Context: an optimization exercise on an open-source flow, tuned for small area and a short achievable clock period. The choices shown serve that exercise and are no tape-out recipe. Where RTL was checked, it was by simulation tests only, not by an equivalence proof against the original. No activity file was given, so power comes from the tool's default toggle rates.

Setup of indigo:
// csv_record_parse_and_hash
module csv_record_parse_and_hash #(
  parameter int NUM_BUCKETS = crph_pkg::NUM_BUCKETS_DEF
) (
  input  logic         clk,
  input  logic         rst_n,
  input  logic         in_tvalid,
  output logic         in_tready,
  input  logic [7:0]   in_tdata,    
  input  logic         in_tlast,    
  output logic         out_tvalid,
  input  logic         out_tready,
  output logic [103:0] out_tdata,   
  output logic [1:0]   out_tuser    
);
  localparam logic [2:0] S_START      = 3'd0;
  localparam logic [2:0] S_RANK       = 3'd1;
  localparam logic [2:0] S_OPEN_CITY  = 3'd2;
  localparam logic [2:0] S_CITY       = 3'd3;
  localparam logic [2:0] S_AFTER_CITY = 3'd4;
  localparam logic [2:0] S_POP_OPEN   = 3'd5;
  localparam logic [2:0] S_POP        = 3'd6;
  localparam logic [2:0] S_SKIP       = 3'd7;
  logic        skid_v;           
  logic [7:0]  skid_b;
  logic        skid_l;
  logic        out_v;            
  logic        out_acc;          
  logic        out_err;          
  logic        out_gp;           
  logic        out_gc;           
  logic        out_gx;           
  logic [19:0] q_rank;           
  logic        q_rsat;           
  logic [31:0] q_pop;
  logic        q_psat;           
  logic [2:0]  state;
  logic [19:0] rank;             
  logic        rank_sat;
  logic [15:0] acc_lo;
  logic [15:0] acc_hi;
  logic [3:0]  acc_c;            
  logic        acc_hp;           
  logic        acc_sat;          
  logic [9:0]  len;
  logic [8:0]  sum;
  logic [8:0]  px;               
  logic        cb_r;             
  logic        p2_r;             
  logic        p3_r;             
  logic        cpend;            
  logic       ob_free;
  logic [7:0] b;
  logic       last;
  logic       bv;
  logic       is_digit, is_comma, is_quote, is_paren;
  logic [3:0] digit;
  logic [2:0] state_nxt;
  logic       emit;
  ...
Size: ~1800 cells after synthesis, about 160 flip-flops, roughly 120 I/O pins, roughly 13000 sq um of cells after synthesis.
clock: 5.5 ns
lec_check: 0
abc_area: 1
cap_margin: 20
core_margin: 2
core_utilization: 60
cts_buf_list: sky130_fd_sc_hd__clkbuf_4 sky130_fd_sc_hd__clkbuf_8
place_density: 0.75
setup_slack_margin: 2.4
slew_margin: 20
tns_end_percent: 10
standard.sh (not shown) runs the stock make flow with config.mk's settings and CLKGATE_MAP_FILE= SYNTH_SCRIPT=/design/flow/synth_recipe.tcl, a recipe that flattens the netlist after the stock synthesis.
==> flow/flow/run.sh <==
#!/bin/bash
# The standard layout (standard.sh), with the port buffers made of the smallest
# plain buffer instead of the resizer's default choice. Every input and output
# port still gets its own buffer.
set -euo pipefail
export BUFFER_PORTS_ARGS="-buffer_cell sky130_fd_sc_hd__buf_1"
bash standard.sh > standard_flow.log 2>&1
Having completed the whole flow, indigo delivered a layout that passed the timing, design-rule and antenna checks.
Input changes introduced in maple (baseline for comparison: indigo):
- SETUP_SLACK_MARGIN changed from 2.4 to 2.2
==> run summary <==
indigo has higher detailed placer's ending HPWL than maple. Worst setup slack (higher): indigo. maple against indigo; pin count of the biggest net entering global routing is up by more than a quarter. Cmp maple and indigo / clock-buffer cell count / lower: indigo. Wire length of maple falls short of that of indigo by a few percent.
No functional check of the RTL was part of any run of this note.

* * *

## P
Another version of the RTL of csv_record_parse_and_hash (not shown whole).
For scale: about 1300 cells after synthesis, about 160 flip-flops, roughly 120 I/O pins, roughly 0.013 mm² of cells after synthesis.
export LEC_CHECK = 0
export CAP_MARGIN = 20
export CORE_MARGIN = 2
export CORE_UTILIZATION = 60
export CTS_BUF_LIST = sky130_fd_sc_hd__clkbuf_4 sky130_fd_sc_hd__clkbuf_8
export PLACE_DENSITY = 0.75
export SETUP_SLACK_MARGIN = 2.2
export SLEW_MARGIN = 20
export TNS_END_PERCENT = 10
create_clock -name core_clock -period 5.5 [get_ports {clk}]
Scripts as last shown in full above: flow/flow/run.sh
P: flow completed, timing, DRC and antenna clean
The following lists how Q was set up differently from P:
- TNS_END_PERCENT: 10 -> unset
- SETUP_SLACK_MARGIN: 2.2 -> 2.0
--- a/flow/flow/run.sh
+++ b/flow/flow/run.sh
@@ -6,2 +6,3 @@
 export BUFFER_PORTS_ARGS="-buffer_cell sky130_fd_sc_hd__buf_1"
+export RECOVER_POWER=100
 bash standard.sh > standard_flow.log 2>&1
Results
P and Q: one clean run, P; the rest did not finish clean.
Per the comparison of Q with P, width of the die neither gained nor lost much; post-route clock skew went up 0.0047 ns; combinational fraction of design power decreased by 3.4 points relative to the old numbers.
[inputs] R vs Q
- swapping 2.0 for 1.5 in SETUP_SLACK_MARGIN
--- a/flow/flow/run.sh
+++ b/flow/flow/run.sh
@@ -6,3 +6,2 @@
 export BUFFER_PORTS_ARGS="-buffer_cell sky130_fd_sc_hd__buf_1"
-export RECOVER_POWER=100
 bash standard.sh > standard_flow.log 2>&1
==> comparison <==
R completed every stage of the flow, and the final layout passed the timing, design-rule and antenna checks. The flow for Q finished, though final verification flagged capacitance limit, slew limit. Relative to Q, the final period demand of the worst path of R is lower by 0.33 ns. Comparing length in cells of the worst reg-to-reg path for R and Q, the bigger number came from R. Final total power (R over Q): decrease, about 4%. Compared R vs Q, and area of all placed cells without fillers is down in R. Route | R vs Q | wire shorter in R. For the detailed-route wire length per cell, R came in 0.16 µm higher than Q did. Post-route clock period utilization in R is 6.0 points lower than in Q. Required time of the critical path for R: 0.17 ns down relative to Q. R has met2 track utilization from global routing above what Q had. Going from Q to R, the final cell count without fillers was found to have gone down by 52.

what the ideal ports hide:
How much do the figures lean on ideal ports? The routed layouts below were timed once more, with nothing changed but the port constraints.
Step 1 assumes that a clkbuf_16 drives the clock port and a buf_2 every other input.
Step 2 also shifts input and output timing later by t, the mid clock arrival at the registers, as if the neighbouring blocks saw the same clock.
a / b / c = no drivers / after step 1 / after step 2; a / b = the first two.
run | shift t [ns] | setup WS [ns] | worst setup path after step 2 | worst slew at a driven data input, ns
indigo | 0.495 | 2.268 / 2.224 / 1.984 | input to register | 0.07
maple | 0.506 | 2.257 / 2.257 / 1.925 | input to register | 0.06
P | 0.521 | 1.897 / 1.897 / 1.752 | input to register | 0.03
Q | 0.512 | 1.378 / 1.378 / 1.193 | input to register | 0.04
R | 0.520 | 1.708 / 1.708 / 1.317 | input to register | 0.03
For R, which loses most, drivers alone change the setup slack by 0.000 ns; drivers and shift together by -0.391 ns.
